Source: an optimization exercise on an open RTL-to-GDS flow (aim: small area, a short achievable clock period and few clock cycles). Production flows keep margins and buffers that such runs may drop.
The RTL was checked by simulation tests, not by an equivalence proof against the original design.

==> flow/design.v, too long to show whole: its modules and the start of the top module <==
// module iter_heaps: 2731 lines
// module iter_merge: 467 lines
// module iter_zi: 118 lines
// module scan_lane: 206 lines
// module view_control: 38 lines
// module fb_write_arbiter: 100 lines
// module mandel_render_top: 111 lines
module mandel_render_top #(
	parameter int SCREEN_W = 64,
	parameter int SCREEN_H = 48,
	parameter int MAX_ITER = 256,
	parameter int NUM_LANES = 2,
	parameter fixed_point_pkg::fixed_t BASE_STEP = 27'sd393216,
	parameter int ZOOM_MAX = 8
) (
	input  logic clk,
	input  logic reset,
	input  logic zoom_in_i,
	input  logic zoom_out_i,
	input  logic pan_left_i,
	input  logic pan_right_i,
	input  logic pan_up_i,
	input  logic pan_down_i,
	output logic psel_o,
	output logic penable_o,
	output logic pwrite_o,
	output logic [18:0] paddr_o,
	output logic [7:0] pwdata_o,
	input  logic pready_i,
	output logic frame_done_o
);
  // ...
==> flow/run.sh <==
#!/bin/bash
# synth_recipe.tcl (not shown) runs the flow's synth.tcl, then flattens the netlist and writes it again
# the make line also repeats each setting of config.mk as NAME=value (left out here)
make -C /OpenROAD-flow-scripts/flow DESIGN_CONFIG=/design/flow/config.mk WORK_HOME=/design/flow/orfs CLKGATE_MAP_FILE= SYNTH_SCRIPT=/design/flow/synth_recipe.tcl finish
==> flow/config.mk <==
export PLATFORM = sky130hd
export DESIGN_NAME = mandel_render_top
export DESIGN_NICKNAME = mandel_render_top
export VERILOG_FILES = /design/flow/design.v
export SDC_FILE = /design/flow/constraint.sdc
export NUM_CORES = 4
export LEC_CHECK = 0
export CAP_MARGIN = 20
export CORE_MARGIN = 2
export CORE_UTILIZATION = 40
export SLEW_MARGIN = 20
==> flow/constraint.sdc <==
create_clock -name core_clock -period 15.0 [get_ports {clk}]
set_input_delay 3.0000 -clock core_clock [delete_from_list [all_inputs] [get_ports {clk}]]
set_output_delay 3.0000 -clock core_clock [all_outputs]
set_load 0.01 [all_outputs]
==> notes.md, run 1 <==
Layout:
- Across the whole layout, storage elements make up 29.97% of the cell area.
- The layout clock buffer count is around 160.
- The clock distribution area overhead in the final layout is 5.205%.
- Relative to the synthesized area, the layout overhead comes to 9.296%.
- Multi-input combinational cells in the finished layout were counted as 4149.

GRT:
- The initial antenna violation count is 3.
- The global-route track usage on met3 is 3.459%.
- The via count of the first global-routing pass came to around 49k.

Outcome:
- The flow ran to the end and the layout has no timing, DRC or antenna violations.

Placement:
- Input and output buffers added on the ports amount to 32.
- The placed standard-cell area is 72970 sq um.

Critical path:
- The worst register-to-register path ends at fb_write_arbiter_i.wr_q[1].
- The library cell contributing the largest single delay on the critical path is sky130_fd_sc_hd__fa_1.

Routing:
- For this block, wires on met1 add up to about 83000 um.
- The total via count in the routed design is 47.06k.
- Summed over all layers, the routed wires come to 190500 um.

Yosys:
- In the post-synthesis netlist, the cell with the most instances is sky130_fd_sc_hd__inv_1.
- By area, the combinational part of the netlist is dominated by adder cells.
- During synthesis, Yosys emitted a total of 4 warnings.
- A synthesized cell averages 10.28 sq um.
- The most instantiated flip-flop cell in the synthesis netlist is sky130_fd_sc_hd__dfxtp_1.
- Yosys mapped the design onto 82 distinct sky130hd cell types.
- The combined area of all synthesized cells is 70450 sq um.
- The proportion of synthesized area in mux cells is 1.963%.
- After synthesis, the cell types taking the most area are sky130_fd_sc_hd__dfxtp_1 (26%), sky130_fd_sc_hd__fa_1 (25%), sky130_fd_sc_hd__inv_1 (6.5%), sky130_fd_sc_hd__edfxtp_1 (6.4%), sky130_fd_sc_hd__ha_1 (6.3%).

Clocking:
- The count of buffers added by post-CTS timing repair for setup is 0.
- The clock slew seen by the registers of the worst setup and hold paths is about 0.06 ns.

Floorplan:
- In this run the standard cell core region covers 175500 sq um.

Timing:
- The number of setup violations in the final report is 0.
Testbench counts, summed over its fixed seeds: cycles 3,488,163.
==> run 2: changes to the inputs <==
--- a/flow/config.mk
+++ b/flow/config.mk
@@ -5,7 +5,7 @@
 export SDC_FILE = /design/flow/constraint.sdc
 export NUM_CORES = 4
 export LEC_CHECK = 0
-export CAP_MARGIN = 20
+export CAP_MARGIN = 50
 export CORE_MARGIN = 2
 export CORE_UTILIZATION = 40
-export SLEW_MARGIN = 20
+export SLEW_MARGIN = 50
==> run 2 against run 1 <==
Net effect:
- still clean
- wire length about the same
- utilization up 0.081 points
- count of clock-buffer cells in the layout rose by 3
- synthesized cell count stayed put
- register-to-register slack better by 0.22 ns
- non-clock buffer count is 2 higher
- design area up 0.19%
==> notes.md, run 2 <==
Yosys:
- Sequential cells were found to cover between 30% and 40% of the synthesized design area.
- In this run, synthesis inferred 150 flip-flops with an integrated enable.
- The dominant combinational cell family by area after synthesis is adder cells.
- The share of the synthesized area in compound gates (AO/OA/AOI/OAI) is 8.845%.
- The cell type with the highest aggregate area in the netlist is sky130_fd_sc_hd__dfxtp_1.
- By count the netlist is led by sky130_fd_sc_hd__inv_1 (1225), sky130_fd_sc_hd__dfxtp_1 (924), sky130_fd_sc_hd__fa_1 (871).
- The synthesized netlist devotes 7.159% of its cell area to XOR and XNOR gates.
- The yosys synthesis warning count is 4 (unchanged).
- The post-synthesis cell count is a little under 7k.
- By area the synthesized netlist is led by sky130_fd_sc_hd__dfxtp_1 (26%), sky130_fd_sc_hd__fa_1 (25%), sky130_fd_sc_hd__inv_1 (6.5%), sky130_fd_sc_hd__edfxtp_1 (6.4%), sky130_fd_sc_hd__ha_1 (6.3%).
- The synthesized design contains about 1.1k register bits.
- The proportion of synthesized area in mux cells came to 1.963% (unchanged).
- The area share of the largest cell type after synthesis is 26.26%.
- The basic-gate share of the synthesized area counting and, or, nand and nor cells is under 10%.
- The number of distinct library cell variants in the gate-level netlist after synthesis is 82 (unchanged).
- The average cell area after synthesis is 10.28 sq um (unchanged).
- Among all flip-flop cells after synthesis, the most frequent one is sky130_fd_sc_hd__dfxtp_1.
- Yosys instantiated no cell more often than sky130_fd_sc_hd__inv_1.
- The combined area of all synthesized cells is 70450 sq um (unchanged).
- After synthesis, the share of flip-flops with an asynchronous set or reset is 0%.
- The fraction of the mapped netlist area in adder cells is 31.21%.

Layout:
- Counting the fill cells in the layout gives between 15k and 20k.
- In the final layout, the registers with the most flip-flops are scan_lane_i.s0_sv x52, scan_lane_i.s1_sv x52, scan_lane_i.s2_sv x52.
- Summing all multi-input logic gate instances after layout gives 41340 sq um.
- In the final layout, the share of cells above drive strength 1 is 6.855%.
- The share of the core filled with cells in the final layout is 43.94%.
- The number of nets in the final layout is 7936.
- Leaving out fill and tap cells, the most frequent cells in the layout are sky130_fd_sc_hd__inv_1 (1224), sky130_fd_sc_hd__dfxtp_1 (879), sky130_fd_sc_hd__fa_1 (871), sky130_fd_sc_hd__and2_1 (468), sky130_fd_sc_hd__ha_1 (357).
- From synthesis to final layout, the design area changed by 9.499%.
- Leaving out fill and tap cells, the most frequent cell in the layout is sky130_fd_sc_hd__inv_1.
- In the final layout, flip-flops and latches occupy 23100 sq um.
- Once layout is complete, the cells apart from fillers number 9141.

Floorplan:
- The floorplan row count is 154.
- The floorplan step defined a die boundary enclosing 179500 sq um.
- The floorplan step set the die width to 423.7 um.
- The core area is 175500 sq um (unchanged).
- The number of placed I/O pins is 40.
- Once the floorplan was initialized, standard cells occupied 40.13% of the core.
- The y dimension of the die is 423.7 um.

Timing:
- Hold timing on the final database bottoms out at a slack of around 0.27 ns.
- Setup repair after global routing left no endpoint under its margin.
- The final count of hold timing violations is 0.
- For the pin with the worst max-slew slack, the measured transition is 0.7609 ns.
- The timing-limited maximum frequency is 203.7 MHz.
- The worst path needs 4.909 ns of the cycle, external delays included.
- The clock skew is 0.1145 ns.
- Adding up every negative setup slack in the final design gives 0 ns.
- The period utilization is 32.72%.
- The total count of max-transition violations in the final report is 0.
- The worst pin sits at a relative slew slack of 49.28%.
- The number of setup violations in the final report came to 0 (unchanged).

Clocking:
- The clock tree from TritonCTS is built.
- The clock sink total is ~1.1k.
- For the worst-skew pair, the clock arrives at the later sink with an insertion delay of 0.82 ns.
- The master cell of the clock root buffer is sky130_fd_sc_hd__clkbuf_16.
- The clock slew seen by the registers of the worst setup and hold paths is 0.06 ns (about the same).
- The count of buffers added by post-CTS timing repair for setup came to 0 (unchanged).
- The buffer levels on the longest clock path is 3.
- The number of gates resized after CTS was 0.
- In this run, post-CTS hold repair placed 0 buffers.
- TritonCTS created 115 clock buffers.
- The H-tree was split into 3 levels.

Routing:
- The total via count in the routed design came to 47.09k (+0.077%).
- Using the TritonRoute via totals, the vias-per-cell ratio works out to 5.152.
- In the routed design, unresolved DRC markers number 0.
- The violation count after the first detailed-routing iteration is 3711.
- The post-detailed-route wirelength per cell is 20.82 um.
- In this run the remaining antenna-violating nets after routing total 0.
- The total detailed-routing wirelength was 190300 um (about the same).
- The count of TritonRoute iterations in the first routing pass is 6.

Outcome:
- The run finished with no timing, DRC or antenna violations.

GRT:
- Summed over all layers, the global routing overflow is 0.
- The initial antenna violation count is 1 (-2).
- The wire length of the first global-routing pass is 296000 um.
- Across every metal layer, demand over resource in global routing totals a little over a fifth.
- Entering global routing, the biggest net connects 75 pins.
- The via count of the first global-routing pass is 49.33k (-0.14%).

Critical path:
- The classification of the worst setup path is reg2reg.
- The number of cells on the worst reg-to-reg path is 10.
- The worst reg-to-reg setup slack is 10.09 ns.
- In this run the critical register-to-register path is captured at scan_lane_i.s1_p0[23].
- The source of the worst register-to-register timing path is scan_lane_i.s0_zi[13].
- The last element of the critical path is scan_lane_i.s1_p0[23].
- STA classifies the critical path startpoint as a flop.
- Data on the critical path is required at its endpoint by 15.63 ns.
- STA classifies the critical path endpoint as a flop.
- STA puts the critical path data arrival time at 5.54 ns.
- The most critical setup path has its startpoint at scan_lane_i.s0_zi[13].
- In this run the worst path has a maximum fanout of 25.

Placement:
- Once placement completed, the tool counted placed cells totaling around 8.9k.
- The routability-driven placement congestion ratio is around 0.86.
- The number of I/O port buffers came to 32 (unchanged).
- The detailed placer's ending HPWL is 129200 um.

Job:
- The number of max-cap violations is 0.

Hold path:
- The tightest min-delay check is of the reg2reg type.
==> run 2: metal layers <==
| metal | GRT usage (%) | wire (um) | vias to the layer above |
|---|---|---|---|
| li1 | - | - | 21210 |
| met1 | 29.51 | 83200 | 23810 |
| met2 | 33.98 | 86680 | 1678 |
| met3 | 3.520 | 12800 | 395 |
| met4 | 7.693 | 7656 | 0 |
| met5 | 0 | 0 | - |
==> run 2: how the worst min path moves through the flow <==
| stage | end | cells past startpoint | start |
|---|---|---|---|
| floorplan | scan_lane_i.s1_addr[0] | 0 | scan_lane_i.s0_addr[0] |
| global placement | scan_lane_i.s2_sv[35] | 0 | scan_lane_i.s1_sv[35] |
| detailed placement | scan_lane_i.s1_ci[10] | 0 | scan_lane_i.s0_ci[10] |
| CTS | scan_lane_i.s2_sv[24] | 0 | scan_lane_i.s1_sv[24] |
| global route | scan_lane_i.s2_sv[24] | 0 | scan_lane_i.s1_sv[24] |
| finish | scan_lane_i.s2_sv[24] | 0 | scan_lane_i.s1_sv[24] |
==> run 2: final cells by class <==
type / instances / area share, %
diodes: 3 / 0.009732
clock buffers: 164 / 4.341
clock inverters: 52 / 0.8808
inverters: 1228 / 5.979
multi-input cells: 4149 / 53.60
flip-flops and latches: 1074 / 29.95
well taps: 2340 / 3.796
repair buffers: 131 / 1.450
==> run 2: stage by stage <==
| stage | area (sq um) | setup slack [ns] |
|---|---|---|
| 6_report | 77140 | 10.09 |
| 5_1_grt | 77130 | 9.937 |
| 4_1_cts | 77080 | 10.10 |
| 3_5_place_dp | 73050 | 9.894 |
| 3_3_place_gp | 72960 | 9.520 |
| 2_1_floorplan | 70470 | 10.54 |
==> run 2: cells by family (layout without fill, tap and decap cells) <==
family | Yosys count | in the layout
multiplexers | 105 | 105
adder cells (fa/ha/maj) | 1236 | 1236
other | 1 | 10
flip-flops | 1074 | 1074
buffers and inverters | 1638 | 1575
XOR/XNOR | 575 | 575
AO/OA/AOI/OAI | 951 | 951
AND/OR/NAND/NOR | 1275 | 1275
==> run 2: critical path, cell delays in order, from the launching register on <==
cell and delay [ns]:
sky130_fd_sc_hd__dfxtp_1 0.76, sky130_fd_sc_hd__buf_4 0.52, sky130_fd_sc_hd__inv_2 0.22, sky130_fd_sc_hd__buf_4 0.33, sky130_fd_sc_hd__xnor2_1 0.22, sky130_fd_sc_hd__fa_1 0.52
sky130_fd_sc_hd__fa_1 0.58, sky130_fd_sc_hd__fa_1 0.47, sky130_fd_sc_hd__fa_1 0.60, sky130_fd_sc_hd__inv_1 0.08, sky130_fd_sc_hd__fa_1 0.45
==> run 3: changes to the inputs <==
--- a/flow/config.mk
+++ b/flow/config.mk
@@ -5,7 +5,9 @@
 export SDC_FILE = /design/flow/constraint.sdc
 export NUM_CORES = 4
 export LEC_CHECK = 0
-export CAP_MARGIN = 50
+export CAP_MARGIN = 65
 export CORE_MARGIN = 2
 export CORE_UTILIZATION = 40
-export SLEW_MARGIN = 50
+export CTS_CLUSTER_DIAMETER = 60
+export CTS_CLUSTER_SIZE = 25
+export SLEW_MARGIN = 65
==> run 3 against run 2 <==
Net effect:
- die area is the same
- utilization up 0.086 points
- sequential share of layout area about the same
- count of clock-buffer cells in the layout fell by 63
- maximum frequency grew 2.4%
- largest cell class unchanged
==> notes.md, run 3 <==
Hold path:
- The end of the worst hold path is scan_lane_i.s1_cr[16].
- The worst hold path begins at scan_lane_i.s0_cr[16].
- In this run the worst hold path is classified as reg2reg.
- The worst hold path depth is 0 (unchanged).

Critical path:
- The critical-path maximum fanout came to 3 (-88%).
- The data arrival at the endpoint of the critical path is 5.46 ns (-0.08 ns).
- For this design, the slowest cell found on the critical path is sky130_fd_sc_hd__fa_1.
- The number of cells on the worst reg-to-reg path came to 16 (+6).
- The worst setup path is of the reg2reg kind.
- The startpoint kind of the worst setup timing path is a flop.
- The endpoint required time on the critical path was 15.67 ns (+0.04 ns).
- The worst register-to-register path ends at fb_write_arbiter_i.wr_q[1].
- The number of buffer and inverter instances along the worst setup path came to 3 (-1).
- The kind of cell with the highest combined delay along the critical path is adder cells.
- The largest stage delay on the critical path was 0.68 ns (-0.08 ns).
- The worst setup path is captured at a flop.
- Traced cell by cell, the critical path runs through inv_1 > fa_1 > inv_1 > ha_1 > inv_1 > fa_1 > ha_1 > fa_1 > nor4b_1 > nand4_1 > nor4_2 > and2_1 > o2111ai_4 > a31oi_1 > mux2i_1 > nor2_1.
- In this run the critical register-to-register path is launched from scan_lane_i.s1_a0[25].
- The worst reg-to-reg setup slack came to 10.21 ns (+0.12 ns).

Yosys:
- The average cell area after synthesis is 10.28 sq um (unchanged).
- The combined area of all synthesized cells is 70450 sq um (unchanged).
- The cell type with the highest aggregate area in the netlist is sky130_fd_sc_hd__dfxtp_1.
- The yosys synthesis warning count is 4 (unchanged).
- Among all cell types in the netlist, the one instantiated most often is sky130_fd_sc_hd__inv_1.
- The number of distinct library cell variants in the gate-level netlist after synthesis is 82 (unchanged).
- The most instantiated flip-flop cell in the synthesis netlist is sky130_fd_sc_hd__dfxtp_1.
- By area the synthesized netlist is led by sky130_fd_sc_hd__dfxtp_1 (26%), sky130_fd_sc_hd__fa_1 (25%), sky130_fd_sc_hd__inv_1 (6.5%), sky130_fd_sc_hd__edfxtp_1 (6.4%), sky130_fd_sc_hd__ha_1 (6.3%).
- The proportion of synthesized flip-flops having asynchronous set or reset is 0% (unchanged).
- The sequential-to-total area share from yosys stat is 32.65% (unchanged).
- The post-synthesis cell count was 6855 (unchanged).
- The number of flops mapped to enable cells by yosys came to 150 (unchanged).
- The area share of the largest cell type after synthesis is 26.26% (unchanged).
- Ranked by instance count, the synthesized netlist is headed by sky130_fd_sc_hd__inv_1 (1225), sky130_fd_sc_hd__dfxtp_1 (924), sky130_fd_sc_hd__fa_1 (871).
- The post-synthesis register bit count is 1074 (unchanged).

Routing:
- The violation count after the first detailed-routing iteration is 3811 (+2.7%).
- The count of TritonRoute iterations in the first routing pass is 7 (+1).
- The total detailed-routing wirelength is 189500 um (-0.43%).
- The DRC violations left is 0 (unchanged).
- The mean number of vias per cell came to 5.157 (about the same).
- The remaining antenna violation count after routing is 0 (unchanged).
- The post-detailed-route wirelength per cell was 20.80 um (-0.11%).
- The total via count in the routed design is 46.99k (-0.22%).

Timing:
- The final count of hold timing violations is 0 (unchanged).
- The actual slew at the worst max-slew pin is 0.5655 ns (-0.1954 ns).
- The total negative slack is 0 ns (unchanged).
- The period utilization was 31.95% (-0.78 points).
- Setup repair after global routing left no endpoint under its margin.
- The number of setup violations in the final report was 0 (unchanged).
- The timing-limited maximum frequency was 208.7 MHz (+2.4%).
- The clock skew is 0.07590 ns (-0.03857 ns).
- The relative slew slack is 62.30% (+13 points).
- The total count of max-transition violations in the final report is 0 (unchanged).
- The final critical-path required period came to 4.792 ns (-0.1168 ns).

Clocking:
- The clock sink total was 1074 (unchanged).
- The hold buffer count at CTS was 0 (unchanged).
- The clock tree from TritonCTS is built.
- The count of buffers added by post-CTS timing repair for setup was 0 (unchanged).
- The buffer levels on the longest clock path is 3 (unchanged).
- The clock slew seen by the registers of the worst setup and hold paths is 0.09 ns (+0.03 ns).
- The number of cells upsized or downsized after cts came to 0 (unchanged).
- The root buffer cell chosen for the clock tree is sky130_fd_sc_hd__clkbuf_16.
- The worst-skew pair later-pin latency is 0.77 ns (-0.05 ns).
- The level count of the clock H-tree is 3 (unchanged).
- The number of clock buffers inserted by TritonCTS is 95 (-17%).

Floorplan:
- The die span in x is 423.7 um (unchanged).
- The initial standard-cell utilization of the core is 40.13% (unchanged).
- The number of placed I/O pins was 40 (unchanged).
- The core area was 175500 sq um (unchanged).
- The y dimension of the die is 423.7 um (unchanged).
- The floorplan row count is 154 (unchanged).
- The overall die area is 179500 sq um (unchanged).

Placement:
- The detailed placer's ending HPWL came to 130100 um (+0.67%).
- The number of I/O port buffers is 32 (unchanged).
- The routability-driven placement congestion ratio is 0.8557 (unchanged).
- The placed standard-cell area is 73540 sq um (+0.68%).
- The cell total after placement is 8929 (+0.11%).

Layout:
- The layout overhead on the synthesized area is 9.712%.
- The non-filler instance count after layout is 9112 (-0.32%).
- The cell area after layout was 77290 sq um (+0.19%).
- The top cell types in the final layout, fill and taps aside, are sky130_fd_sc_hd__inv_1 (1224), sky130_fd_sc_hd__dfxtp_1 (875), sky130_fd_sc_hd__fa_1 (871), sky130_fd_sc_hd__and2_1 (468), sky130_fd_sc_hd__ha_1 (357).
- The ratio of cells with drive above 1 in the final layout came to 7.297% (+0.44 points).
- The most common cell after layout, fill and taps aside is sky130_fd_sc_hd__inv_1.
- The number of nets in the final layout came to 7925 (-0.14%).
- The largest registers in the layout are scan_lane_i.s0_sv x52, scan_lane_i.s1_sv x52, scan_lane_i.s2_sv x52.

GRT:
- The via count of the first global-routing pass is 49.13k (-0.41%).
- The maximum number of pins on one net before global-route repair is 75 (unchanged).
- The initial antenna violation count is 3 (+2).
- The wire length of the first global-routing pass is 294800 um (-0.41%).
- The overall global routing resource usage is 21.34% (-0.074 points).
- The remaining global-route overflow was 0 (unchanged).

Job:
- The number of max-cap violations was 0 (unchanged).

Outcome:
- The flow ran to the end and the layout has no timing, DRC or antenna violations.
run 3: per-layer routing:
metal	GRT usage [%]	part of all wire (%)	vias up
met5	0	0.0063	-
met4	7.883	4.2	2
met3	3.538	7.2	384
met2	33.62	45	1650
met1	29.52	43	23780
li1	-	-	21180
run 3: worst reg2reg max path: stages (launching register included):
cell and delay, ns:
sky130_fd_sc_hd__dfxtp_1 0.36, sky130_fd_sc_hd__inv_1 0.07, sky130_fd_sc_hd__fa_1 0.52, sky130_fd_sc_hd__inv_1 0.05
sky130_fd_sc_hd__ha_1 0.26, sky130_fd_sc_hd__inv_1 0.05, sky130_fd_sc_hd__fa_1 0.45, sky130_fd_sc_hd__ha_1 0.24
sky130_fd_sc_hd__fa_1 0.68, sky130_fd_sc_hd__nor4b_1 0.42, sky130_fd_sc_hd__nand4_1 0.18, sky130_fd_sc_hd__nor4_2 0.31
sky130_fd_sc_hd__and2_1 0.23, sky130_fd_sc_hd__o2111ai_4 0.25, sky130_fd_sc_hd__a31oi_1 0.36, sky130_fd_sc_hd__mux2i_1 0.22
sky130_fd_sc_hd__nor2_1 0.05
run 3: final cells by class:
type                       instances  area, sq um
antenna                            2        5.005
clock buffer                     101         2431
clock inverter                    78         1230
fill                           16450        98250
inverter                        1228         4617
multi-input combinational       4149        41560
sequential                      1074        23120
tap                             2340         2928
timing repair buffer             140         1400
run 3: logic make-up after synthesis:
kind of cell | synth area share [%]
buf+inv | 8.770
simple gates | 9.399
fa+ha+maj | 31.21
flops | 32.65
compound gates | 8.845
xor+xnor | 7.159
mux | 1.963
other cells | 0.005323
run 3: per-stage QoR:
step | setup slack [ns] | hold WS [ns] | utilization, %
after CTS | 10.13 | 0.2719 | 43.98
final | 10.21 | 0.2741 | 44.03
after floorplan | 10.54 | 0.3096 | -
after global placement | 9.520 | 0.3096 | 41.57
after global routing | 10.06 | 0.2821 | 44.03
after detailed placement | 10.11 | 0.3121 | 41.90
run 3: worst max path at each step:
stage | startpoint | endpoint | slack (ns) | cells after the start
after detailed placement | pready_i | fb_write_arbiter_i.idle_q | 10.11 | 6
after global routing | scan_lane_i.s1_a0[25] | fb_write_arbiter_i.wr_q[1] | 10.06 | 19
after CTS | frame_done_o | frame_done_o | 10.13 | 1
after floorplan | pready_i | fb_write_arbiter_i.idle_q | 10.54 | 5
final | scan_lane_i.s1_a0[25] | fb_write_arbiter_i.wr_q[1] | 10.21 | 16
after global placement | pready_i | fb_write_arbiter_i.idle_q | 9.52 | 6
==> run 4: changes to the inputs <==
--- a/flow/config.mk
+++ b/flow/config.mk
@@ -8,6 +8,5 @@
 export CAP_MARGIN = 65
 export CORE_MARGIN = 2
 export CORE_UTILIZATION = 40
-export CTS_CLUSTER_DIAMETER = 60
-export CTS_CLUSTER_SIZE = 25
+export CTS_BUF_LIST = sky130_fd_sc_hd__clkbuf_8
 export SLEW_MARGIN = 65
==> run 4 against run 3 <==
Net effect:
- maximum frequency decreased by 3.6%
- largest cell class unchanged
- count of clock-buffer cells in the layout is 130 higher
- final cell count rose by 1.7%
- critical path depth is 15 lower
- synthesized cell count unchanged
- worst hold slack improved by 0.023 ns
==> notes.md, run 4 <==
Layout:
- The ratio of cells with drive above 1 in the final layout is 8.663% (+1.4 points).
- The library cell used most frequently in the layout, excluding fill and tap cells, is sky130_fd_sc_hd__inv_1.
- The number of nets in the final layout is 8013 (+1.1%).
- The largest registers in the layout are scan_lane_i.s0_sv x52, scan_lane_i.s1_sv x52, scan_lane_i.s2_sv x52.
- The cell area after layout is 77930 sq um (+0.83%).
- The layout overhead on the synthesized area is 10.62%.
- Leaving out fill and tap cells, the most frequent cells in the layout are sky130_fd_sc_hd__inv_1 (1279), sky130_fd_sc_hd__dfxtp_1 (875), sky130_fd_sc_hd__fa_1 (871), sky130_fd_sc_hd__and2_1 (468), sky130_fd_sc_hd__ha_1 (357).
- The non-filler instance count after layout came to 9267 (+1.7%).

Critical path:
- Tracing the worst setup path back leads to its startpoint at frame_done_o.
- The signal on the critical path passes through clkdlybuf4s50_1.
- The type of destination of the critical path is an output port.
- The number of buffer and inverter instances along the worst setup path is 1 (-2).
- The worst reg-to-reg setup slack was 10.27 ns (+0.06 ns).
- By startpoint and endpoint, the worst setup path is classified as reg2out.
- The critical-path maximum fanout was 1 (-2).
- The startpoint identified for the worst register-to-register timing path is scan_lane_i.s0_zi[13].
- The largest stage delay on the critical path is 0.57 ns (-0.11 ns).
- On the critical path the largest part of the delay comes from buffers and inverters.
- Among all stages on the critical path, the largest delay is contributed by sky130_fd_sc_hd__clkdlybuf4s50_1.
- The data arrival at the endpoint of the critical path is 1.97 ns (-3.49 ns).
- The worst setup path is launched from a flop.
- The endpoint required time on the critical path is 12.00 ns (-3.67 ns).

Floorplan:
- The initial standard-cell utilization of the core is 40.13% (unchanged).
- The floorplan row count was 154 (unchanged).
- The y dimension of the die is 423.7 um (unchanged).
- The number of placed I/O pins came to 40 (unchanged).
- The core area was 175500 sq um (unchanged).
- The die span in x is 423.7 um (unchanged).
- The overall die area is 179500 sq um (unchanged).

Yosys:
- The commonest cells after synthesis are sky130_fd_sc_hd__inv_1 (1225), sky130_fd_sc_hd__dfxtp_1 (924), sky130_fd_sc_hd__fa_1 (871).
- The post-synthesis cell count is 6855 (unchanged).
- The sequential-to-total area share from yosys stat is 32.65% (unchanged).
- Of all cell types, the one taking the most synthesized area is sky130_fd_sc_hd__dfxtp_1.
- The number of flops mapped to enable cells by yosys is 150 (unchanged).
- Yosys attributes the largest share of cell area to sky130_fd_sc_hd__dfxtp_1 (26%), sky130_fd_sc_hd__fa_1 (25%), sky130_fd_sc_hd__inv_1 (6.5%), sky130_fd_sc_hd__edfxtp_1 (6.4%), sky130_fd_sc_hd__ha_1 (6.3%).
- The number of distinct library cell variants in the gate-level netlist after synthesis came to 82 (unchanged).
- The most common cell in the synthesized netlist is sky130_fd_sc_hd__inv_1.
- The average cell area after synthesis is 10.28 sq um (unchanged).
- The area share of the largest cell type after synthesis was 26.26% (unchanged).
- The yosys synthesis warning count is 4 (unchanged).
- The combined area of all synthesized cells is 70450 sq um (unchanged).
- The most instantiated flip-flop cell in the synthesis netlist is sky130_fd_sc_hd__dfxtp_1.
- The post-synthesis register bit count is 1074 (unchanged).
- The proportion of synthesized flip-flops having asynchronous set or reset is 0% (unchanged).

Placement:
- The routability-driven placement congestion ratio is 0.8557 (unchanged).
- The placed standard-cell area is 73540 sq um (unchanged).
- The number of I/O port buffers is 32 (unchanged).
- The detailed placer's ending HPWL is 130100 um (unchanged).
- The cell total after placement is 8929 (unchanged).

Clocking:
- The master cell of the clock root buffer is sky130_fd_sc_hd__clkbuf_8.
- TritonCTS built the clock tree.
- The level count of the clock H-tree was 4 (+1).
- The clock sink total is 1074 (unchanged).
- The hold buffer count at CTS is 0 (unchanged).
- The clock slew seen by the registers of the worst setup and hold paths is 0.06 ns (-0.03 ns).
- The number of clock buffers inserted by TritonCTS is 181 (+91%).
- The number of cells upsized or downsized after cts came to 0 (unchanged).
- The worst-skew pair later-pin latency came to 0.98 ns (+0.21 ns).
- The buffer levels on the longest clock path is 3 (unchanged).
- The count of buffers added by post-CTS timing repair for setup was 0 (unchanged).

Timing:
- The total negative slack came to 0 ns (unchanged).
- Setup repair after global routing left no endpoint under its margin.
- The relative slew slack is 63.29% (+0.98 points).
- The clock skew was 0.08576 ns (+0.009868 ns).
- The period utilization is 33.14% (+1.2 points).
- The total count of max-transition violations in the final report was 0 (unchanged).
- The actual slew at the worst max-slew pin is 0.5507 ns (-0.01473 ns).
- The final count of hold timing violations is 0 (unchanged).
- The number of setup violations in the final report is 0 (unchanged).
- The timing-limited maximum frequency is 201.2 MHz (-3.6%).
- The final critical-path required period came to 4.971 ns (+0.1796 ns).

Routing:
- The highest layer touched by signal routing is met5.
- The total via count in the routed design is 47.53k (+1.1%).
- The count of TritonRoute iterations in the first routing pass is 6 (-1).
- The mean number of vias per cell came to 5.128 (-0.55%).
- The routed length on met1 came to 82770 um (+0.78%).
- The DRC violations left was 0 (unchanged).
- The violation count after the first detailed-routing iteration was 3806 (-0.13%).
- The routed length on met2 is 86250 um (+0.40%).
- The detailed route wirelength on metal3 is 14260 um (+4.8%).
- The post-detailed-route wirelength per cell is 20.67 um (-0.63%).
- The remaining antenna violation count after routing is 0 (unchanged).
- The total detailed-routing wirelength was 191500 um (+1.1%).

GRT:
- The maximum number of pins on one net before global-route repair came to 75 (unchanged).
- The via count of the first global-routing pass was 50.05k (+1.9%).
- The remaining global-route overflow was 0 (unchanged).
- The overall global routing resource usage is 21.66% (+0.32 points).
- The wire length of the first global-routing pass is 298300 um (+1.2%).
- The initial antenna violation count came to 4 (+1).

Outcome:
- The flow ran to the end and the layout has no timing, DRC or antenna violations.

Job:
- The number of max-cap violations came to 0 (unchanged).

Hold path:
- The startpoint of the tightest hold check path is scan_lane_i.s1_p1[23].
- The kind of path behind the tightest hold check is reg2reg.
[run 4: logic make-up after synthesis]
family / share of synthesized area (%)
XOR/XNOR: 7.159
adder cells (fa/ha/maj): 31.21
AND/OR/NAND/NOR: 9.399
buffers and inverters: 8.770
flip-flops: 32.65
other: 0.005323
AO/OA/AOI/OAI: 8.845
multiplexers: 1.963
[run 4: metal layers]
metal  GRT usage (%)  vias to the layer above
li1                -                    21380
met1           29.63                    23910
met2           33.73                     1763
met3           4.118                      466
met4           8.796                        4
met5               0                        -
[run 4: cell type report]
cell class / instances / area (sq um)
tap: 2340 / 2928
clock inverter: 102 / 1079
fill: 16440 / 97610
sequential: 1074 / 23120
inverter: 1228 / 4617
timing repair buffer: 142 / 1444
antenna: 1 / 2.502
clock buffer: 231 / 3179
multi-input combinational: 4149 / 41560
[run 4: worst paths after layout]
check | to | cells past startpoint
worst max-delay path | frame_done_o | 1
worst min-delay path | scan_lane_i.s2_p1[0] | 0
worst max register to register | scan_lane_i.s1_p0[23] | 10
worst min register to register | scan_lane_i.s2_p1[0] | 0
[run 4: through the flow]
stage                     util [%]  hold WS (ns)  setup slack, ns
after detailed placement     41.90        0.3121            10.11
after global routing         44.39        0.2981            9.929
after global placement       41.57        0.3096            9.520
final                        44.39        0.2971            10.03
after CTS                    44.32        0.2890            9.873
after floorplan                  -        0.3096            10.54
==> run 5: changes to the inputs <==
--- a/flow/config.mk
+++ b/flow/config.mk
@@ -8,5 +8,4 @@
 export CAP_MARGIN = 65
 export CORE_MARGIN = 2
 export CORE_UTILIZATION = 40
-export CTS_BUF_LIST = sky130_fd_sc_hd__clkbuf_8
 export SLEW_MARGIN = 65
==> run 5 against run 4 <==
Net effect:
- still clean on timing, DRC and antenna
- critical path depth unchanged
- wire length decreased by 0.57%
- via count decreased by 0.92%
- die area unchanged
- first-iteration DRC count decreased by 1.1%
- count of clock-buffer cells in the layout decreased by 74
- clock skew increased by 0.032 ns
- non-clock buffer count unchanged
- critical path type unchanged
==> notes.md, run 5 <==
Yosys:
- The sequential-to-total area share from yosys stat is 32.65% (unchanged).
- The post-synthesis cell count is 6855 (unchanged).
- The yosys synthesis warning count is 4 (unchanged).
- The post-synthesis register bit count came to 1074 (unchanged).
- By instance count, the leading cell after synthesis is sky130_fd_sc_hd__inv_1.
- The average cell area after synthesis came to 10.28 sq um (unchanged).
- The number of distinct library cell variants in the gate-level netlist after synthesis is 82 (unchanged).
- The number of flops mapped to enable cells by yosys is 150 (unchanged).
- Counting instances in the post-synthesis netlist gives the leading cell types as sky130_fd_sc_hd__inv_1 (1225), sky130_fd_sc_hd__dfxtp_1 (924), sky130_fd_sc_hd__fa_1 (871).
- The proportion of synthesized flip-flops having asynchronous set or reset is 0% (unchanged).
- Yosys attributes the largest share of cell area to sky130_fd_sc_hd__dfxtp_1 (26%), sky130_fd_sc_hd__fa_1 (25%), sky130_fd_sc_hd__inv_1 (6.5%), sky130_fd_sc_hd__edfxtp_1 (6.4%), sky130_fd_sc_hd__ha_1 (6.3%).
- The area share of the largest cell type after synthesis was 26.26% (unchanged).
- The combined area of all synthesized cells is 70450 sq um (unchanged).
- The cell type with the highest aggregate area in the netlist is sky130_fd_sc_hd__dfxtp_1.
- In the synthesized netlist the dominant register cell turns out to be sky130_fd_sc_hd__dfxtp_1.

Floorplan:
- The y dimension of the die was 423.7 um (unchanged).
- The number of placed I/O pins is 40 (unchanged).
- The initial standard-cell utilization of the core came to 40.13% (unchanged).
- The floorplan row count is 154 (unchanged).
- The die span in x is 423.7 um (unchanged).
- The overall die area is 179500 sq um (unchanged).
- The core area is 175500 sq um (unchanged).

Timing:
- The actual slew at the worst max-slew pin is 0.5643 ns (+0.01361 ns).
- The relative slew slack was 62.38% (-0.91 points).
- The period utilization came to 31.86% (-1.3 points).
- The clock skew is 0.1181 ns (+0.03229 ns).
- The setup slack of the critical path after layout was 10.22 ns (+0.1922 ns).
- Setup repair after global routing left no endpoint under its margin.
- The total count of max-transition violations in the final report is 0 (unchanged).
- The number of setup violations in the final report is 0 (unchanged).
- The timing-limited maximum frequency is 209.2 MHz (+4.0%).
- The final count of hold timing violations is 0 (unchanged).
- The final critical-path required period is 4.779 ns (-0.1922 ns).
- The total negative slack was 0 ns (unchanged).

GRT:
- The initial antenna violation count is 1 (-3).
- The remaining global-route overflow was 0 (unchanged).
- The via count of the first global-routing pass is 49.45k (-1.2%).
- The wire length of the first global-routing pass is 295700 um (-0.85%).
- The maximum number of pins on one net before global-route repair came to 75 (unchanged).
- The overall global routing resource usage came to 21.44% (-0.22 points).

Clocking:
- The clock slew seen by the registers of the worst setup and hold paths is 0.06 ns (about the same).
- The buffer levels on the longest clock path is 3 (unchanged).
- The master cell of the clock root buffer is sky130_fd_sc_hd__clkbuf_16.
- The number of clock buffers inserted by TritonCTS is 115 (-36%).
- The hold buffer count at CTS is 0 (unchanged).
- The count of buffers added by post-CTS timing repair for setup was 0 (unchanged).
- The worst-skew pair later-pin latency is 0.81 ns (-0.17 ns).
- The clock tree from TritonCTS is built.
- The clock sink total is 1074 (unchanged).
- The number of cells upsized or downsized after cts is 0 (unchanged).
- The level count of the clock H-tree is 3 (-1).

Critical path:
- The critical path goes through clkdlybuf4s50_1.
- The type of destination of the critical path is an output port.
- The number of buffer and inverter instances along the worst setup path is 1 (unchanged).
- The library cell contributing the largest single delay on the critical path is sky130_fd_sc_hd__clkdlybuf4s50_1.
- The data arrival at the endpoint of the critical path is 1.78 ns (-0.19 ns).
- The largest stage delay on the critical path came to 0.57 ns (about the same).
- STA classifies the critical path startpoint as a flop.
- The classification of the worst setup path is reg2out.
- The largest delay contributor family on the critical path is buffers and inverters.
- The critical-path maximum fanout was 1 (unchanged).
- The endpoint required time on the critical path is 12.00 ns (about the same).

Layout:
- The non-filler instance count after layout is 9155 (-1.2%).
- In the final layout, the registers with the most flip-flops are scan_lane_i.s0_sv x52, scan_lane_i.s1_sv x52, scan_lane_i.s2_sv x52.
- Leaving out fill and tap cells, the most frequent cell in the layout is sky130_fd_sc_hd__inv_1.
- The number of nets in the final layout is 7947 (-0.82%).
- The library cells used most frequently in the layout, excluding fill and tap cells, are sky130_fd_sc_hd__inv_1 (1224), sky130_fd_sc_hd__dfxtp_1 (875), sky130_fd_sc_hd__fa_1 (871), sky130_fd_sc_hd__and2_1 (468), sky130_fd_sc_hd__ha_1 (357).
- From synthesis to final layout, the design area changed by 10.43%.
- The ratio of cells with drive above 1 in the final layout is 7.605% (-1.1 points).

Placement:
- The worst-case setup slack after placement is 10.11 ns (unchanged).
- The number of I/O port buffers came to 32 (unchanged).
- The detailed placer's ending HPWL was 130100 um (unchanged).
- The cell total after placement is 8929 (unchanged).
- The routability-driven placement congestion ratio came to 0.8557 (unchanged).

Routing:
- The count of TritonRoute iterations in the first routing pass is 6 (unchanged).
- The mean number of vias per cell came to 5.143 (+0.29%).
- The total detailed-routing wirelength came to 190400 um (-0.57%).
- The total via count in the routed design is 47.09k (-0.92%).
- The remaining antenna violation count after routing is 0 (unchanged).
- The violation count after the first detailed-routing iteration came to 3766 (-1.1%).
- The post-detailed-route wirelength per cell is 20.80 um (+0.65%).
- The DRC violations left is 0 (unchanged).

Job:
- The number of max-cap violations is 0 (unchanged).

Outcome:
- The run finished with no timing, DRC or antenna violations.

Hold path:
- The kind of path behind the tightest hold check is reg2reg.
## run 5: cells by family (layout without fill, tap and decap cells)
| kind of cell | count (synthesis) | in the layout | synth area share (%) |
|---|---|---|---|
| muxes | 105 | 105 | 1.963 |
| AOI/OAI and AO/OA | 951 | 951 | 8.845 |
| other | 1 | 11 | 0.005323 |
| DFF | 1074 | 1074 | 32.65 |
| xor gates and xnor gates | 575 | 575 | 7.159 |
| adders and majority gates | 1236 | 1236 | 31.21 |
| buffers and inverters | 1638 | 1588 | 8.770 |
| and+or+nand+nor | 1275 | 1275 | 9.399 |
## run 5: metal layers
metal,GRT usage (%),up-vias,share of wire (%)
met1,29.42,23760,43
met5,0.5914,-,0.082
met4,7.966,4,4.0
met2,33.73,1687,45
li1,-,21230,-
met3,3.849,405,7.3
## run 5: area by class of cell
class	count	area [sq um]
Sequential cell	1074	23120
Antenna cell	4	10.01
Clock inverter	61	782.0
Multi-Input combinational cell	4149	41560
Timing Repair Buffer	142	1448
Clock buffer	157	3332
Fill cell	16400	97740
Tap cell	2340	2928
Inverter	1228	4617
## run 5: path summary, 6_finish.rpt
kind	from	endpoint	slack (ns)	depth (start not counted)
max reg2reg	scan_lane_i.s1_a0[25]	fb_write_arbiter_i.wr_q[1]	10.27	16
min reg2reg	scan_lane_i.s1_sv[32]	scan_lane_i.s2_sv[32]	0.29	0
min	scan_lane_i.s1_sv[32]	scan_lane_i.s2_sv[32]	0.29	0
max	frame_done_o	frame_done_o	10.22	1
## run 5: metrics by stage
stage	cell area [sq um]	utilization (%)	hold WS [ns]
after detailed placement	73540	41.90	0.3121
after CTS	77660	44.24	0.2914
final	77790	44.32	0.2928
after floorplan	70470	-	0.3096
after global routing	77780	44.31	0.2932
after global placement	72960	41.57	0.3096
==> run 6: changes to the inputs <==
--- a/flow/config.mk
+++ b/flow/config.mk
@@ -8,4 +8,6 @@
 export CAP_MARGIN = 65
 export CORE_MARGIN = 2
 export CORE_UTILIZATION = 40
+export CTS_CLUSTER_DIAMETER = 110
+export CTS_CLUSTER_SIZE = 28
 export SLEW_MARGIN = 65
==> run 6 against run 5 <==
Net effect:
- die area unchanged
- design area shrank 3.2%
- largest cell class unchanged
- area after synthesis stayed put
- clock skew shrank 0.055 ns
- non-clock buffer count unchanged
==> notes.md, run 6 <==
Outcome:
- The flow ran to the end and the layout has no timing, DRC or antenna violations.

Routing:
- The total detailed-routing wirelength was 188100 um (-1.2%).
- The mean number of vias per cell came to 5.156 (+0.24%).
- The remaining antenna violation count after routing is 0 (unchanged).
- The violation count after the first detailed-routing iteration is 4003 (+6.3%).
- The DRC violations left came to 0 (unchanged).
- The total via count in the routed design came to 46.52k (-1.2%).
- The count of TritonRoute iterations in the first routing pass is 6 (unchanged).
- The post-detailed-route wirelength per cell is 20.84 um (+0.20%).

Yosys:
- The average cell area after synthesis is 10.28 sq um (unchanged).
- The post-synthesis cell count came to 6855 (unchanged).
- The combined area of all synthesized cells was 70450 sq um (unchanged).
- The cell type with the highest aggregate area in the netlist is sky130_fd_sc_hd__dfxtp_1.
- The number of flops mapped to enable cells by yosys came to 150 (unchanged).
- The number of distinct library cell variants in the gate-level netlist after synthesis is 82 (unchanged).
- The yosys synthesis warning count came to 4 (unchanged).
- The post-synthesis register bit count is 1074 (unchanged).
- The proportion of synthesized flip-flops having asynchronous set or reset is 0% (unchanged).
- The most instantiated flip-flop cell in the synthesis netlist is sky130_fd_sc_hd__dfxtp_1.
- In the post-synthesis netlist, the cell with the most instances is sky130_fd_sc_hd__inv_1.
- The sequential-to-total area share from yosys stat is 32.65% (unchanged).
- By count the netlist is led by sky130_fd_sc_hd__inv_1 (1225), sky130_fd_sc_hd__dfxtp_1 (924), sky130_fd_sc_hd__fa_1 (871).
- After synthesis, the cell types taking the most area are sky130_fd_sc_hd__dfxtp_1 (26%), sky130_fd_sc_hd__fa_1 (25%), sky130_fd_sc_hd__inv_1 (6.5%), sky130_fd_sc_hd__edfxtp_1 (6.4%), sky130_fd_sc_hd__ha_1 (6.3%).
- The area share of the largest cell type after synthesis is 26.26% (unchanged).

Layout:
- The number of nets in the final layout was 7882 (-0.82%).
- Leaving out fill and tap cells, the most frequent cells in the layout are sky130_fd_sc_hd__inv_1 (1224), sky130_fd_sc_hd__dfxtp_1 (875), sky130_fd_sc_hd__fa_1 (871), sky130_fd_sc_hd__and2_1 (468), sky130_fd_sc_hd__ha_1 (357).
- The largest registers in the layout are scan_lane_i.s0_sv x52, scan_lane_i.s1_sv x52, scan_lane_i.s2_sv x52.
- Leaving out fill and tap cells, the most frequent cell in the layout is sky130_fd_sc_hd__inv_1.
- The share of the core filled with cells in the final layout is 42.89% (-1.4 points).
- The ratio of cells with drive above 1 in the final layout is 5.837% (-1.8 points).
- The layout overhead on the synthesized area is 6.875%.

Timing:
- The relative slew slack is 63.81% (+1.4 points).
- The number of setup violations in the final report is 0 (unchanged).
- The total count of max-transition violations in the final report is 0 (unchanged).
- The actual slew at the worst max-slew pin is 0.5390 ns (-0.02536 ns).
- The timing-limited maximum frequency is 209.1 MHz (about the same).
- Setup repair after global routing left no endpoint under its margin.
- The total negative slack came to 0 ns (unchanged).
- The final critical-path required period is 4.783 ns (+0.003700 ns).
- The clock skew is 0.06341 ns (-0.05465 ns).
- The period utilization is 31.89% (about the same).
- The final count of hold timing violations is 0 (unchanged).

Critical path:
- The startpoint of the most critical setup path is scan_lane_i.s1_a0[25].
- The startpoint kind of the worst setup timing path is a flop.
- The worst register-to-register path begins at scan_lane_i.s1_a0[25].
- The classification of the worst setup path is reg2reg.
- The endpoint required time on the critical path is 15.63 ns (+3.63 ns).
- The critical-path maximum fanout is 3 (+2).
- The type of destination of the critical path is a flop.
- The data arrival at the endpoint of the critical path is 5.42 ns (+3.64 ns).

Floorplan:
- The floorplan row count came to 154 (unchanged).
- The die span in x is 423.7 um (unchanged).
- The core area is 175500 sq um (unchanged).
- The y dimension of the die is 423.7 um (unchanged).
- The overall die area came to 179500 sq um (unchanged).
- The number of placed I/O pins was 40 (unchanged).
- The initial standard-cell utilization of the core is 40.13% (unchanged).

Clocking:
- The count of buffers added by post-CTS timing repair for setup is 0 (unchanged).
- The hold buffer count at CTS is 0 (unchanged).
- The clock sink total is 1074 (unchanged).
- The number of clock buffers inserted by TritonCTS came to 50 (-57%).
- Clock tree synthesis selected as its root buffer the cell sky130_fd_sc_hd__clkbuf_16.
- The buffer levels on the longest clock path was 3 (unchanged).
- The worst-skew pair later-pin latency came to 0.74 ns (-0.07 ns).
- The number of cells upsized or downsized after cts came to 0 (unchanged).
- TritonCTS built the clock tree.
- The clock slew seen by the registers of the worst setup and hold paths was 0.11 ns (+0.05 ns).
- The level count of the clock H-tree is 2 (-1).

GRT:
- The remaining global-route overflow is 0 (unchanged).
- The via count of the first global-routing pass is 48.66k (-1.6%).
- The overall global routing resource usage is 21.13% (-0.31 points).
- The initial antenna violation count is 3 (+2).
- The wire length of the first global-routing pass came to 292500 um (-1.1%).
- The maximum number of pins on one net before global-route repair is 75 (unchanged).

Hold path:
- The worst hold path belongs to the class reg2reg.
- The startpoint identified for the worst hold timing path is scan_lane_i.s0_ci[13].

Placement:
- The detailed placer's ending HPWL is 130100 um (unchanged).
- The number of I/O port buffers is 32 (unchanged).
- The routability-driven placement congestion ratio is 0.8557 (unchanged).

Job:
- The number of max-cap violations is 0 (unchanged).
-- run 6: cell counts after synthesis --
No cell type changed its count.
-- run 6: metal layers --
layer / global-route usage, % / share of wire [%] / vias to the layer above
met5: 0 / 0.0064 / -
met4: 6.940 / 3.5 / 2
met3: 3.036 / 6.7 / 329
met2: 33.68 / 46 / 1544
met1: 29.51 / 44 / 23620
li1: - / - / 21020
-- run 6: worst max-delay path, cell delays in order (launching register included) --
cell	delay, ns
sky130_fd_sc_hd__dfxtp_1	0.37
sky130_fd_sc_hd__inv_1	0.07
sky130_fd_sc_hd__fa_1	0.52
sky130_fd_sc_hd__inv_1	0.05
sky130_fd_sc_hd__ha_1	0.26
sky130_fd_sc_hd__inv_1	0.05
sky130_fd_sc_hd__fa_1	0.45
sky130_fd_sc_hd__ha_1	0.24
sky130_fd_sc_hd__fa_1	0.68
sky130_fd_sc_hd__nor4b_1	0.42
sky130_fd_sc_hd__nand4_1	0.17
sky130_fd_sc_hd__nor4_2	0.31
sky130_fd_sc_hd__and2_1	0.23
sky130_fd_sc_hd__o2111ai_4	0.25
sky130_fd_sc_hd__a31oi_1	0.35
sky130_fd_sc_hd__mux2i_1	0.22
sky130_fd_sc_hd__nor2_1	0.05
-- run 6: cells by family (layout without fill, tap and decap cells) --
kind of cell	count (synthesis)	after routing	synth area share, %
buffers and inverters	1638	1459	8.770
and+or+nand+nor	1275	1275	9.399
adders and majority gates	1236	1236	31.21
DFF	1074	1074	32.65
AOI/OAI and AO/OA	951	951	8.845
xor gates and xnor gates	575	575	7.159
muxes	105	105	1.963
other	1	8	0.005323
-- run 6: worst paths after layout --
kind	slack, ns	depth (start not counted)	to
setup / recovery	10.22	16	fb_write_arbiter_i.wr_q[1]
hold / removal	0.30	0	scan_lane_i.s1_ci[13]
setup reg to reg	10.22	16	fb_write_arbiter_i.wr_q[1]
hold reg to reg	0.30	0	scan_lane_i.s1_ci[13]
-- run 6: stage by stage --
| stage | instances | hold slack (ns) | setup slack, ns | instance area (sq um) |
|---|---|---|---|---|
| after global routing | 9022 | 0.3028 | 10.10 | 75290 |
| after floorplan | 6861 | 0.3096 | 10.54 | 70470 |
| after global placement | 8919 | 0.3096 | 9.520 | 72960 |
| after detailed placement | 8929 | 0.3121 | 10.11 | 73540 |
| final | 9023 | 0.2999 | 10.22 | 75290 |
| after CTS | 9018 | 0.2908 | 10.16 | 75170 |
-- run 6: area by class of cell --
cell class,instances,area (sq um)
diodes,1,2.502
repair buffers,142,1444
clock inverters,19,297.8
well taps,2340,2928
flip-flops and latches,1074,23120
inverters,1228,4617
clock buffers,70,1326
fillers,16630,100200
multi-input cells,4149,41550
==> run 7: changes to the inputs <==
--- a/flow/config.mk
+++ b/flow/config.mk
@@ -8,6 +8,6 @@
 export CAP_MARGIN = 65
 export CORE_MARGIN = 2
 export CORE_UTILIZATION = 40
-export CTS_CLUSTER_DIAMETER = 110
-export CTS_CLUSTER_SIZE = 28
+export CTS_CLUSTER_DIAMETER = 100
+export CTS_CLUSTER_SIZE = 24
 export SLEW_MARGIN = 65
==> run 7 against run 6 <==
Net effect:
- still clean
- design area grew 0.39%
- sequential share of layout area shrank 0.12 points
- register-to-register slack gained 0.02 ns
- critical endpoint is now frame_done_o
- largest cell class unchanged
- highest routed layer unchanged
==> notes.md, run 7 <==
Timing:
- The final critical-path required period is 4.780 ns (-0.003100 ns).
- The period utilization is 31.87% (about the same).
- The total negative slack is 0 ns (unchanged).
- The total count of max-transition violations in the final report was 0 (unchanged).
- The timing-limited maximum frequency is 209.2 MHz (about the same).
- Setup repair after global routing left no endpoint under its margin.
- The final count of hold timing violations is 0 (unchanged).
- The actual slew at the worst max-slew pin was 0.5528 ns (+0.01380 ns).
- The setup slack of the critical path after layout is 10.22 ns (+0.003100 ns).
- The relative slew slack came to 63.15% (-0.66 points).
- The clock skew is 0.09097 ns (+0.02756 ns).
- The number of setup violations in the final report is 0 (unchanged).

Clocking:
- The buffer levels on the longest clock path is 3 (unchanged).
- The worst-skew pair later-pin latency came to 0.77 ns (+0.03 ns).
- The clock slew seen by the registers of the worst setup and hold paths is 0.10 ns (about the same).
- The root buffer cell chosen for the clock tree is sky130_fd_sc_hd__clkbuf_16.
- The level count of the clock H-tree is 2 (unchanged).
- The hold buffer count at CTS is 0 (unchanged).
- The count of buffers added by post-CTS timing repair for setup is 0 (unchanged).
- The number of clock buffers inserted by TritonCTS is 58 (+16%).
- TritonCTS built the clock tree.
- The number of cells upsized or downsized after cts is 0 (unchanged).
- The clock sink total is 1074 (unchanged).

GRT:
- The overall global routing resource usage came to 21.16% (+0.032 points).
- The maximum number of pins on one net before global-route repair is 75 (unchanged).
- The via count of the first global-routing pass is 48.77k (+0.22%).
- The remaining global-route overflow came to 0 (unchanged).
- The wire length of the first global-routing pass was 293100 um (+0.21%).
- The initial antenna violation count came to 4 (+1).

Critical path:
- Among all stages on the critical path, the largest delay is contributed by sky130_fd_sc_hd__clkdlybuf4s50_1.
- The classification of the worst setup path is reg2out.
- The critical path goes through clkdlybuf4s50_1.
- The total stage count of the critical path is 1 (-15).
- The worst register-to-register path begins at scan_lane_i.s1_a0[25].
- The largest delay contributor family on the critical path is buffers and inverters.
- The critical-path maximum fanout came to 1 (-2).
- The number of buffer and inverter instances along the worst setup path is 1 (-2).
- The worst reg-to-reg setup slack is 10.24 ns (+0.02 ns).
- The largest stage delay on the critical path is 0.58 ns (-0.10 ns).
- STA classifies the critical path startpoint as a flop.
- The last element of the critical path is frame_done_o.
- The number of cells on the worst reg-to-reg path is 16 (unchanged).
- The worst setup path is captured at an output port.
- The endpoint identified for the worst register-to-register timing path is fb_write_arbiter_i.wr_q[1].
- The most critical setup path has its startpoint at frame_done_o.
- The data arrival at the endpoint of the critical path is 1.78 ns (-3.64 ns).
- The endpoint required time on the critical path is 12.00 ns (-3.63 ns).

Yosys:
- The most common cell in the synthesized netlist is sky130_fd_sc_hd__inv_1.
- The proportion of synthesized area in mux cells is 1.963% (unchanged).
- The dominant combinational cell family by area after synthesis is adder cells.
- The area share of the largest cell type after synthesis was 26.26% (unchanged).
- The sequential-to-total area share from yosys stat is 32.65% (unchanged).
- The cell type with the highest aggregate area in the netlist is sky130_fd_sc_hd__dfxtp_1.
- The yosys synthesis warning count came to 4 (unchanged).
- The number of distinct library cell variants in the gate-level netlist after synthesis is 82 (unchanged).
- The post-synthesis register bit count is 1074 (unchanged).
- In the synthesized netlist the dominant register cell turns out to be sky130_fd_sc_hd__dfxtp_1.
- The xor/xnor cell area share of the yosys netlist is 7.159% (unchanged).
- In the post-synthesis netlist, the biggest area contributors are sky130_fd_sc_hd__dfxtp_1 (26%), sky130_fd_sc_hd__fa_1 (25%), sky130_fd_sc_hd__inv_1 (6.5%), sky130_fd_sc_hd__edfxtp_1 (6.4%), sky130_fd_sc_hd__ha_1 (6.3%).
- The average cell area after synthesis is 10.28 sq um (unchanged).
- The combined area of all synthesized cells was 70450 sq um (unchanged).
- The share of the synthesized area in compound gates (AO/OA/AOI/OAI) came to 8.845% (unchanged).
- By count the netlist is led by sky130_fd_sc_hd__inv_1 (1225), sky130_fd_sc_hd__dfxtp_1 (924), sky130_fd_sc_hd__fa_1 (871).
- The fraction of the mapped netlist area in adder cells is 31.21% (unchanged).
- The proportion of synthesized flip-flops having asynchronous set or reset was 0% (unchanged).
- The basic-gate share of the synthesized area counting and, or, nand and nor cells is 9.399% (unchanged).
- The post-synthesis cell count is 6855 (unchanged).
- The number of flops mapped to enable cells by yosys came to 150 (unchanged).

Floorplan:
- The y dimension of the die is 423.7 um (unchanged).
- The floorplan row count came to 154 (unchanged).
- The initial standard-cell utilization of the core is 40.13% (unchanged).
- The core area is 175500 sq um (unchanged).
- The overall die area is 179500 sq um (unchanged).
- The number of placed I/O pins is 40 (unchanged).
- The die span in x is 423.7 um (unchanged).

Routing:
- The total detailed-routing wirelength was 188600 um (+0.28%).
- The remaining antenna violation count after routing is 0 (unchanged).
- The violation count after the first detailed-routing iteration is 3859 (-3.6%).
- The count of TritonRoute iterations in the first routing pass is 6 (unchanged).
- The mean number of vias per cell is 5.164 (+0.16%).
- The post-detailed-route wirelength per cell came to 20.87 um (+0.12%).
- The DRC violations left is 0 (unchanged).
- The total via count in the routed design was 46.67k (+0.32%).

Placement:
- The worst-case setup slack after placement came to 10.11 ns (unchanged).
- The routability-driven placement congestion ratio was 0.8557 (unchanged).
- The detailed placer's ending HPWL was 130100 um (unchanged).
- The number of I/O port buffers came to 32 (unchanged).

Layout:
- The largest registers in the layout are scan_lane_i.s0_sv x52, scan_lane_i.s1_sv x52, scan_lane_i.s2_sv x52.
- The total of fill cells in the finished design came to 16.61k (-0.13%).
- The library cell used most frequently in the layout, excluding fill and tap cells, is sky130_fd_sc_hd__inv_1.
- The number of nets in the final layout is 7890 (+0.10%).
- In the layout the commonest cells are sky130_fd_sc_hd__inv_1 (1224), sky130_fd_sc_hd__dfxtp_1 (875), sky130_fd_sc_hd__fa_1 (871), sky130_fd_sc_hd__and2_1 (468), sky130_fd_sc_hd__ha_1 (357).
- The ratio of cells with drive above 1 in the final layout is 6.034% (+0.20 points).
- The layout overhead on the synthesized area is 7.291%.

Job:
- The number of max-cap violations is 0 (unchanged).

Outcome:
- The run finished with no timing, DRC or antenna violations.

Hold path:
- The min-delay analysis places its worst path in the category reg2reg.
## run 7: cell counts after synthesis
No cell type changed its count.
## run 7: cells by family after synthesis
logic type	Yosys count
buffers and inverters	1638
muxes	105
and+or+nand+nor	1275
adders and majority gates	1236
AOI/OAI and AO/OA	951
DFF	1074
other	1
xor gates and xnor gates	575
## run 7: routing by layer
metal  wire [um]  global-route usage, %  part of all wire [%]
met1       82820                  29.46                    44
met2       86630                  33.92                    46
met3       12710                  3.118                   6.7
met4        6390                  6.667                   3.4
met5          27                      0                 0.014
## run 7: worst min path at each step
stage                     depth (start not counted)  slack (ns)                endpoint                    from
after floorplan                                   0        0.31  scan_lane_i.s1_addr[0]  scan_lane_i.s0_addr[0]
after global placement                            0        0.31   scan_lane_i.s2_sv[35]   scan_lane_i.s1_sv[35]
after detailed placement                          0        0.31   scan_lane_i.s2_p1[17]   scan_lane_i.s1_p1[40]
after CTS                                         0        0.28   scan_lane_i.s1_ci[13]   scan_lane_i.s0_ci[13]
after global routing                              0        0.30   scan_lane_i.s1_ci[13]   scan_lane_i.s0_ci[13]
final                                             0        0.28   scan_lane_i.s1_ci[13]   scan_lane_i.s0_ci[13]
## run 7: area by class of cell
cell class | instances | area, sq um | share of cell area [%]
antenna | 3 | 7.507 | 0.009932
clock buffer | 81 | 1579 | 2.089
clock inverter | 21 | 322.8 | 0.4271
inverter | 1228 | 4617 | 6.108
multi-input combinational | 4149 | 41560 | 54.98
sequential | 1074 | 23120 | 30.59
tap | 2340 | 2928 | 3.874
timing repair buffer | 142 | 1451 | 1.920
## run 7: stage by stage
step | cell area, sq um | hold WS, ns | utilization [%] | std cells
finish | 75580 | 0.2758 | 43.06 | 9038
global route | 75580 | 0.2985 | 43.05 | 9035
CTS | 75450 | 0.2821 | 42.98 | 9031
detailed placement | 73540 | 0.3121 | 41.90 | 8929
global placement | 72960 | 0.3096 | 41.57 | 8919
floorplan | 70470 | 0.3096 | - | 6861

## what the ideal ports hide
Ports are ideal in the flow. The routed layouts listed here were re-timed in OpenROAD.
Step 1, drivers: a clkbuf_16 drives clk and a buf_2 each remaining input, both assumed.
Step 2, shift: input delay + t, output delay - t, t = (earliest + latest rising clock arrival at the registers) / 2. This alone moves slack from input paths to output paths.
Slacks: no drivers / after step 1 / after step 2; pairs: no drivers / after step 1.
run	shift t [ns]	setup WS [ns]	worst data-port slew with drivers (ns)	pins driven straight from the clock port
run 1	0.846	9.873 / 9.873 / 9.873	0.03	1
run 2	0.850	10.091 / 10.091 / 9.958	0.04	1
run 3	0.809	10.208 / 10.158 / 10.140	0.03	1
run 4	1.014	10.029 / 9.949 / 10.132	0.03	1
run 5	0.826	10.221 / 10.144 / 10.137	0.03	1
run 6	0.785	10.217 / 10.191 / 10.134	0.03	1
run 7	0.802	10.220 / 10.145 / 10.141	0.03	1
After both steps setup and hold are still met in every run listed. For run 2, which loses most, drivers alone change the setup slack by 0.000 ns; drivers and shift together by -0.133 ns.
